Context: an optimization exercise on an open-source flow, tuned for small area and a short achievable clock period. The choices shown serve that exercise and are no tape-out recipe.
RTL that was checked went through simulation tests only; none was proved equivalent to the original.

==> 08-06 <==
==> flow/design.v <==
`default_nettype none
package spi_burst_pkg;
    localparam logic [1:0] CMD_WR_ADDR = 2'b00;
    localparam logic [1:0] CMD_WR_DATA = 2'b01;
    localparam logic [1:0] CMD_RD_ADDR = 2'b10;
    localparam logic [1:0] CMD_RD_DATA = 2'b11;
    typedef enum logic [3:0] {
        IDLE    = 4'd0,
        CMD     = 4'd1,
        WR_ADDR = 4'd2,
        RD_ADDR = 4'd3,
        ADDR_OK = 4'd4,    
        WR_DATA = 4'd5,
        RD_WAIT = 4'd6,
        RD_FRST = 4'd7,    
        RD_DATA = 4'd8
    } state_t;
endpackage
`default_nettype wire
`default_nettype none
module spi_burst_ram (
    input  logic        clk,
    input  logic [15:0] wsel_lo,    
    input  logic [15:0] wsel_hi,    
    input  logic        inj,        
    input  logic [15:0] rsel_lo,    
    input  logic [15:0] rsel_hi,    
    output logic [7:0]  port0,
    output logic [7:0]  port4
);
    logic [7:0]  r_ring [1:255];
    logic [15:0] w_col0 [16];
    logic [15:0] w_col4 [16];
    logic [15:0] w_grp0;
    logic [15:0] w_grp4;
    for (genvar a = 1; a < 256; a++) begin : g_ring
        always_ff @(posedge clk) begin
            r_ring[a] <= {r_ring[a][6:0], (wsel_hi[a/16] && wsel_lo[a%16]) ? inj : r_ring[a][7]};
        end
        assign w_col0[a/16][a%16] = r_ring[a][0];
        assign w_col4[a/16][a%16] = r_ring[a][4];
    end
    assign w_col0[0][0] = 1'b0;
    assign w_col4[0][0] = 1'b0;
    for (genvar g = 0; g < 16; g++) begin : g_grp
        assign w_grp0[g] = |(rsel_lo & w_col0[g]);
        assign w_grp4[g] = |(rsel_lo & w_col4[g]);
    end
    for (genvar q = 0; q < 8; q++) begin : g_eighth
        assign port0[q] = |(rsel_hi[2*q +: 2] & w_grp0[2*q +: 2]);
        assign port4[q] = |(rsel_hi[2*q +: 2] & w_grp4[2*q +: 2]);
    end
endmodule
`default_nettype wire
`default_nettype none
module spi_burst_ram_slave #(
    parameter int DATA_W   = 8,
    parameter int ADDR_W   = 8,
    parameter bit AUTO_INC = 1'b1
) (
    input  logic clk,
    input  logic rst,
    input  logic MOSI,
    input  logic SS_n,
    output logic MISO,
    output logic frame_err
);
    spi_burst_pkg::state_t r_state;
    spi_burst_pkg::state_t w_next_state;
    logic [2:0]  r_ph;           
    logic [2:0]  r_cnt;
    logic [6:0]  r_shift;
    logic [7:0]  r_wr_ptr;
    logic [7:0]  r_rd_ptr;
    logic [7:0]  r_waddr;        
    logic [7:0]  r_wdata;
    logic [7:0]  r_byte0;        
    logic [15:0] r_na_lo;        
    logic [15:0] r_na_hi;
    logic [7:0]  r_nb;           
    logic [7:0]  r_pq0;          
    logic [7:0]  r_pq4;
    logic        r_na0;          
    logic        r_byp_lo;       
    logic        r_byp_hi;
    logic [7:0]  w_nb;           
    logic [7:0]  r_cur;          
    logic        r_cur_ok;       
    logic        r_miso;
    logic        r_ferr;
    logic        w_run;
    logic [7:0]  w_rx;
    logic        w_wr_addr_ld;
    logic        w_rd_addr_ld;
    logic        w_wr_done;
    logic        w_first_ld;
    logic        w_inc_ld;
    logic        w_load;
    logic        w_abort;
    logic        w_byp;
    logic        w_na0;
    logic [7:0]  w_byte;
    logic [15:0] w_wsel_lo;
    logic [15:0] w_wsel_hi;
    logic [15:0] w_rp_lo;
    logic [15:0] w_rp_hi;
    logic [15:0] w_rx_lo;
    logic [15:0] w_rx_hi;
    logic        w_inj;
    logic [7:0]  w_port0;
    logic [7:0]  w_port4;
    logic [15:0] w_na_lo_n;      
    logic [15:0] w_na_hi_n;
    logic        w_miso_d;
    function automatic logic [15:0] dec4(input logic [3:0] v);
        dec4 = 16'd1 << v;
    endfunction
    assign w_run = !rst && !SS_n;
    assign w_rx  = {r_shift, MOSI};
    assign w_wr_addr_ld = w_run && (r_state == spi_burst_pkg::WR_ADDR) && (r_cnt == 3'd7);
    assign w_rd_addr_ld = w_run && (r_state == spi_burst_pkg::RD_ADDR) && (r_cnt == 3'd7);
    assign w_wr_done    = w_run && (r_state == spi_burst_pkg::WR_DATA) && (r_cnt == 3'd7);
    assign w_first_ld   = w_run && (r_state == spi_burst_pkg::RD_FRST);
    assign w_inc_ld     = w_run && (r_state == spi_burst_pkg::RD_DATA) && (r_cnt == 3'd7);
    assign w_load       = w_first_ld || w_inc_ld;
    assign w_abort = (r_state == spi_burst_pkg::CMD) ||
                     (((r_state == spi_burst_pkg::WR_ADDR) || (r_state == spi_burst_pkg::RD_ADDR) ||
                       (r_state == spi_burst_pkg::WR_DATA)) && (r_cnt != 3'd0));
    assign w_wsel_lo = dec4(r_waddr[3:0]);
    assign w_wsel_hi = dec4(r_waddr[7:4]);
    assign w_inj     = r_wdata[~r_ph];
    spi_burst_ram u_ram (
        .clk     (clk),
        .wsel_lo (w_wsel_lo),
        .wsel_hi (w_wsel_hi),
        .inj     (w_inj),
        .rsel_lo (r_na_lo),
        .rsel_hi (r_na_hi),
        .port0   (w_port0),
        .port4   (w_port4)
    );
    assign w_byp = r_byp_lo && r_byp_hi;
    assign w_na0 = r_na_lo[0] && r_na_hi[0];
    always_comb begin
        if ((r_state == spi_burst_pkg::RD_FRST) && r_cur_ok) w_byte = r_cur;
        else if (w_byp)                                   w_byte = r_wdata;
        else if (r_na0)                                   w_byte = r_byte0;
        else                                              w_byte = w_nb;
    end
    always_comb begin
        for (int b = 0; b < 8; b++) begin
            if (3'(b + r_ph) == 3'd1)      w_nb[b] = |r_pq0;
            else if (3'(b + r_ph) == 3'd5) w_nb[b] = |r_pq4;
            else                           w_nb[b] = r_nb[b];
        end
    end
    always_comb begin
        w_na_lo_n = r_na_lo;
        w_na_hi_n = r_na_hi;
        if ((r_state == spi_burst_pkg::RD_ADDR) && (r_cnt == 3'd7)) begin
            w_na_lo_n = w_rx_lo;
            w_na_hi_n = w_rx_hi;
        end else if ((r_state == spi_burst_pkg::RD_FRST) ||
                     ((r_state == spi_burst_pkg::RD_DATA) && (r_cnt == 3'd7))) begin
            w_na_lo_n = {r_na_lo[14:0], r_na_lo[15]};
            if (r_na_lo[15]) w_na_hi_n = {r_na_hi[14:0], r_na_hi[15]};
        end
    end
    assign w_rp_lo = dec4(r_rd_ptr[3:0]);
    assign w_rp_hi = dec4(r_rd_ptr[7:4]);
    assign w_rx_lo = dec4(w_rx[3:0]);
    assign w_rx_hi = dec4(w_rx[7:4]);
    always_comb begin
        w_miso_d = 1'b0;
        if (r_state == spi_burst_pkg::RD_FRST) w_miso_d = w_byte[7];
        else if (r_state == spi_burst_pkg::RD_DATA) begin
            w_miso_d = (r_cnt == 3'd7) ? w_byte[7] : r_cur[3'd6 - r_cnt];
        end
    end
    always_comb begin
        w_next_state = r_state;
        if (rst || SS_n) begin
            w_next_state = spi_burst_pkg::IDLE;
        end else begin
            case (r_state)
                spi_burst_pkg::IDLE: w_next_state = spi_burst_pkg::CMD;
                spi_burst_pkg::CMD: begin
                    case ({r_shift[0], MOSI})
                        spi_burst_pkg::CMD_WR_ADDR: w_next_state = spi_burst_pkg::WR_ADDR;
                        spi_burst_pkg::CMD_WR_DATA: w_next_state = spi_burst_pkg::WR_DATA;
                        spi_burst_pkg::CMD_RD_ADDR: w_next_state = spi_burst_pkg::RD_ADDR;
                        default:                    w_next_state = spi_burst_pkg::RD_WAIT;
                    endcase
                end
                spi_burst_pkg::WR_ADDR, spi_burst_pkg::RD_ADDR:
                    if (r_cnt == 3'd7) w_next_state = spi_burst_pkg::ADDR_OK;
                spi_burst_pkg::RD_WAIT: w_next_state = spi_burst_pkg::RD_FRST;
                spi_burst_pkg::RD_FRST: w_next_state = spi_burst_pkg::RD_DATA;
                default: w_next_state = r_state;
            endcase
        end
    end
    always_ff @(posedge clk) begin
        r_ph    <= r_ph + 3'd1;
        r_shift <= w_rx[6:0];
        r_state <= w_next_state;
        r_miso  <= w_run && w_miso_d;
        r_ferr  <= !rst && SS_n && w_abort;
        if (!w_run) begin
            r_cnt <= 3'd0;
        end else begin
            case (r_state)
                spi_burst_pkg::WR_ADDR, spi_burst_pkg::RD_ADDR,
                spi_burst_pkg::WR_DATA, spi_burst_pkg::RD_DATA: r_cnt <= r_cnt + 3'd1;
                default: r_cnt <= 3'd0;
            endcase
        end
        if (rst)               r_wr_ptr <= '0;
        else if (w_wr_addr_ld) r_wr_ptr <= w_rx;
        else if (w_wr_done)    r_wr_ptr <= r_wr_ptr + 8'd1;
        if (rst)               r_rd_ptr <= '0;
        else if (w_rd_addr_ld) r_rd_ptr <= w_rx;
        else if (w_inc_ld)     r_rd_ptr <= r_rd_ptr + 8'd1;
        if (w_wr_done) begin
            r_waddr <= r_wr_ptr;
            r_wdata <= w_rx;
            if (r_wr_ptr == 8'd0) r_byte0 <= w_rx;
        end
        if (rst) begin
            r_na_lo <= 16'd1;
            r_na_hi <= 16'd1;
        end else if (SS_n) begin
            r_na_lo <= w_rp_lo;
            r_na_hi <= w_rp_hi;
        end else begin
            r_na_lo <= w_na_lo_n;
            r_na_hi <= w_na_hi_n;
        end
        r_na0    <= w_na0;
        r_byp_lo <= |(r_na_lo & w_wsel_lo);
        r_byp_hi <= |(r_na_hi & w_wsel_hi);
        r_pq0 <= w_port0;
        r_pq4 <= w_port4;
        r_nb  <= w_nb;
        if (w_load) r_cur <= w_byte;
        if (rst || w_rd_addr_ld || w_wr_done) r_cur_ok <= 1'b0;
        else if (w_load)                      r_cur_ok <= 1'b1;
    end
    assign MISO      = r_miso;
    assign frame_err = r_ferr;
endmodule
`default_nettype wire
==> flow/run.sh <==
#!/bin/bash
# synth_recipe.tcl (not shown) runs the flow's synth.tcl, then flattens the netlist and writes it again
# the make line also repeats each setting of config.mk as NAME=value (left out here)
make -C /OpenROAD-flow-scripts/flow DESIGN_CONFIG=/design/flow/config.mk WORK_HOME=/design/flow/orfs CLKGATE_MAP_FILE= SYNTH_SCRIPT=/design/flow/synth_recipe.tcl finish
==> flow/config.mk <==
export PLATFORM = sky130hd
export DESIGN_NAME = spi_burst_ram_slave
export DESIGN_NICKNAME = spi_burst_ram_slave
export VERILOG_FILES = /design/flow/design.v
export SDC_FILE = /design/flow/constraint.sdc
export NUM_CORES = 4
export LEC_CHECK = 0
export CAP_MARGIN = 20
export CORE_MARGIN = 2
export CORE_UTILIZATION = 75
export CTS_CLUSTER_DIAMETER = 80
export CTS_CLUSTER_SIZE = 30
export SETUP_SLACK_MARGIN = 3.3
export SLEW_MARGIN = 20
==> flow/constraint.sdc <==
create_clock -name core_clock -period 5.5 [get_ports {clk}]
set_input_delay 1.1000 -clock core_clock [delete_from_list [all_inputs] [get_ports {clk}]]
set_output_delay 1.1000 -clock core_clock [all_outputs]
set_load 0.01 [all_outputs]
==> inputs of 11-13, as changes to 08-06 <==
--- a/flow/design.v
+++ b/flow/design.v
@@ -27,4 +27,4 @@
     input  logic [15:0] rsel_hi,    
-    output logic [7:0]  port0,
-    output logic [7:0]  port4
+    output logic [3:0]  port0,
+    output logic [3:0]  port4
 );
@@ -48,5 +48,5 @@
     end
-    for (genvar q = 0; q < 8; q++) begin : g_eighth
-        assign port0[q] = |(rsel_hi[2*q +: 2] & w_grp0[2*q +: 2]);
-        assign port4[q] = |(rsel_hi[2*q +: 2] & w_grp4[2*q +: 2]);
+    for (genvar q = 0; q < 4; q++) begin : g_quarter
+        assign port0[q] = |(rsel_hi[4*q +: 4] & w_grp0[4*q +: 4]);
+        assign port4[q] = |(rsel_hi[4*q +: 4] & w_grp4[4*q +: 4]);
     end
@@ -80,7 +80,6 @@
     logic [7:0]  r_nb;           
-    logic [7:0]  r_pq0;          
-    logic [7:0]  r_pq4;
+    logic [3:0]  r_pq0;          
+    logic [3:0]  r_pq4;
     logic        r_na0;          
-    logic        r_byp_lo;       
-    logic        r_byp_hi;
+    logic        r_byp;
     logic [7:0]  w_nb;           
@@ -109,4 +108,4 @@
     logic        w_inj;
-    logic [7:0]  w_port0;
-    logic [7:0]  w_port4;
+    logic [3:0]  w_port0;
+    logic [3:0]  w_port4;
     logic [15:0] w_na_lo_n;      
@@ -141,3 +140,3 @@
     );
-    assign w_byp = r_byp_lo && r_byp_hi;
+    assign w_byp = |(r_na_lo & w_wsel_lo) && |(r_na_hi & w_wsel_hi);
     assign w_na0 = r_na_lo[0] && r_na_hi[0];
@@ -145,3 +144,3 @@
         if ((r_state == spi_burst_pkg::RD_FRST) && r_cur_ok) w_byte = r_cur;
-        else if (w_byp)                                   w_byte = r_wdata;
+        else if (r_byp)                                   w_byte = r_wdata;
         else if (r_na0)                                   w_byte = r_byte0;
@@ -238,5 +237,4 @@
         end
-        r_na0    <= w_na0;
-        r_byp_lo <= |(r_na_lo & w_wsel_lo);
-        r_byp_hi <= |(r_na_hi & w_wsel_hi);
+        r_na0 <= w_na0;
+        r_byp <= w_byp;
         r_pq0 <= w_port0;
Settings changed: CORE_UTILIZATION 75 to 80, CTS_CLUSTER_DIAMETER 80 to 70.
==> inputs of 04-17, as changes to 08-06 <==
--- a/flow/design.v
+++ b/flow/design.v
@@ -27,4 +27,4 @@
     input  logic [15:0] rsel_hi,    
-    output logic [7:0]  port0,
-    output logic [7:0]  port4
+    output logic        port0,
+    output logic        port4
 );
@@ -48,6 +48,4 @@
     end
-    for (genvar q = 0; q < 8; q++) begin : g_eighth
-        assign port0[q] = |(rsel_hi[2*q +: 2] & w_grp0[2*q +: 2]);
-        assign port4[q] = |(rsel_hi[2*q +: 2] & w_grp4[2*q +: 2]);
-    end
+    assign port0 = |(rsel_hi & w_grp0);
+    assign port4 = |(rsel_hi & w_grp4);
 endmodule
@@ -80,8 +78,2 @@
     logic [7:0]  r_nb;           
-    logic [7:0]  r_pq0;          
-    logic [7:0]  r_pq4;
-    logic        r_na0;          
-    logic        r_byp_lo;       
-    logic        r_byp_hi;
-    logic [7:0]  w_nb;           
     logic [7:0]  r_cur;          
@@ -109,6 +101,4 @@
     logic        w_inj;
-    logic [7:0]  w_port0;
-    logic [7:0]  w_port4;
-    logic [15:0] w_na_lo_n;      
-    logic [15:0] w_na_hi_n;
+    logic        w_port0;
+    logic        w_port4;
     logic        w_miso_d;
@@ -141,3 +131,3 @@
     );
-    assign w_byp = r_byp_lo && r_byp_hi;
+    assign w_byp = |(r_na_lo & w_wsel_lo) && |(r_na_hi & w_wsel_hi);
     assign w_na0 = r_na_lo[0] && r_na_hi[0];
@@ -146,23 +136,4 @@
         else if (w_byp)                                   w_byte = r_wdata;
-        else if (r_na0)                                   w_byte = r_byte0;
-        else                                              w_byte = w_nb;
-    end
-    always_comb begin
-        for (int b = 0; b < 8; b++) begin
-            if (3'(b + r_ph) == 3'd1)      w_nb[b] = |r_pq0;
-            else if (3'(b + r_ph) == 3'd5) w_nb[b] = |r_pq4;
-            else                           w_nb[b] = r_nb[b];
-        end
-    end
-    always_comb begin
-        w_na_lo_n = r_na_lo;
-        w_na_hi_n = r_na_hi;
-        if ((r_state == spi_burst_pkg::RD_ADDR) && (r_cnt == 3'd7)) begin
-            w_na_lo_n = w_rx_lo;
-            w_na_hi_n = w_rx_hi;
-        end else if ((r_state == spi_burst_pkg::RD_FRST) ||
-                     ((r_state == spi_burst_pkg::RD_DATA) && (r_cnt == 3'd7))) begin
-            w_na_lo_n = {r_na_lo[14:0], r_na_lo[15]};
-            if (r_na_lo[15]) w_na_hi_n = {r_na_hi[14:0], r_na_hi[15]};
-        end
+        else if (w_na0)                                   w_byte = r_byte0;
+        else                                              w_byte = r_nb;
     end
@@ -234,12 +205,13 @@
             r_na_hi <= w_rp_hi;
-        end else begin
-            r_na_lo <= w_na_lo_n;
-            r_na_hi <= w_na_hi_n;
-        end
-        r_na0    <= w_na0;
-        r_byp_lo <= |(r_na_lo & w_wsel_lo);
-        r_byp_hi <= |(r_na_hi & w_wsel_hi);
-        r_pq0 <= w_port0;
-        r_pq4 <= w_port4;
-        r_nb  <= w_nb;
+        end else if (w_rd_addr_ld) begin
+            r_na_lo <= w_rx_lo;
+            r_na_hi <= w_rx_hi;
+        end else if (w_load) begin
+            r_na_lo <= {r_na_lo[14:0], r_na_lo[15]};
+            if (r_na_lo[15]) r_na_hi <= {r_na_hi[14:0], r_na_hi[15]};
+        end
+        for (int b = 0; b < 8; b++) begin
+            if (3'(b + r_ph) == 3'd0) r_nb[b] <= w_port0;
+            if (3'(b + r_ph) == 3'd4) r_nb[b] <= w_port4;
+        end
         if (w_load) r_cur <= w_byte;
Settings changed: CORE_UTILIZATION 75 to 40, CTS_CLUSTER_DIAMETER 80 to default, CTS_CLUSTER_SIZE 30 to default, SETUP_SLACK_MARGIN 3.3 to default.
==> comparison table <==
quantity	04-17	08-06	11-13
Result of the run	finished clean	finished clean	finished clean
Finished Layout Cells	5619	4666	4577
Sw Ratio	0.202	0.203	0.209
DP Cell Count	5270	4526	4411
Final instance area	0.0615 mm²	0.0577 mm²	0.0574 mm²
DRC marker count from the first detailed-route iteration	2527	3163	3633
Fin crit period	3.81 ns	2.24 ns	2.25 ns
Maximum single-stage delay on the critical path	0.83 ns	0.35 ns	0.49 ns
Number of antenna violations at the first check in global routing	1	1	3
Detailed-router iteration count before antenna repair	7	7	6
Global-route wire length before repair	176 mm	184 mm	201 mm
ANT cells	2	0	7
Share of the final layout cell area in multi-input gates	0.142	0.160	0.158
H-tree depth reported by CTS	4	3	3
Chip width	368 µm	271 µm	262 µm
Met2 WL post-DR	53.2 mm	56.3 mm	66.5 mm
The RTL of 04-17 was laid out without a check of its function.

[afterwards: timing with drivers on the ports]
The results above use ideal ports. As a check the final layouts listed here were re-extracted and re-timed, cells and wires unchanged. Step 1: set_driving_cell puts a clkbuf_16 on clk and a buf_2 on each other input, an assumption about the parent block. Step 2 also shifts input and output timing later by t, the mid clock arrival at the registers, as if the neighbouring blocks saw the same clock. Slacks: ideal / step 1 / step 2; pairs: ideal / step 1.
| run | t (ns) | setup slack, ns | worst slew at a driven data input, ns |
|---|---|---|---|
| 08-06 | 0.736 | 3.265 / 3.196 / 2.663 | 0.04 |
| 11-13 | 0.740 | 3.248 / 3.219 / 2.690 | 0.03 |
| 04-17 | 0.858 | 1.691 / 1.691 / 1.333 | 0.03 |
After both steps every run listed still meets setup and hold. For 08-06, which loses most, drivers alone change the setup slack by -0.069 ns; drivers and shift together by -0.602 ns.
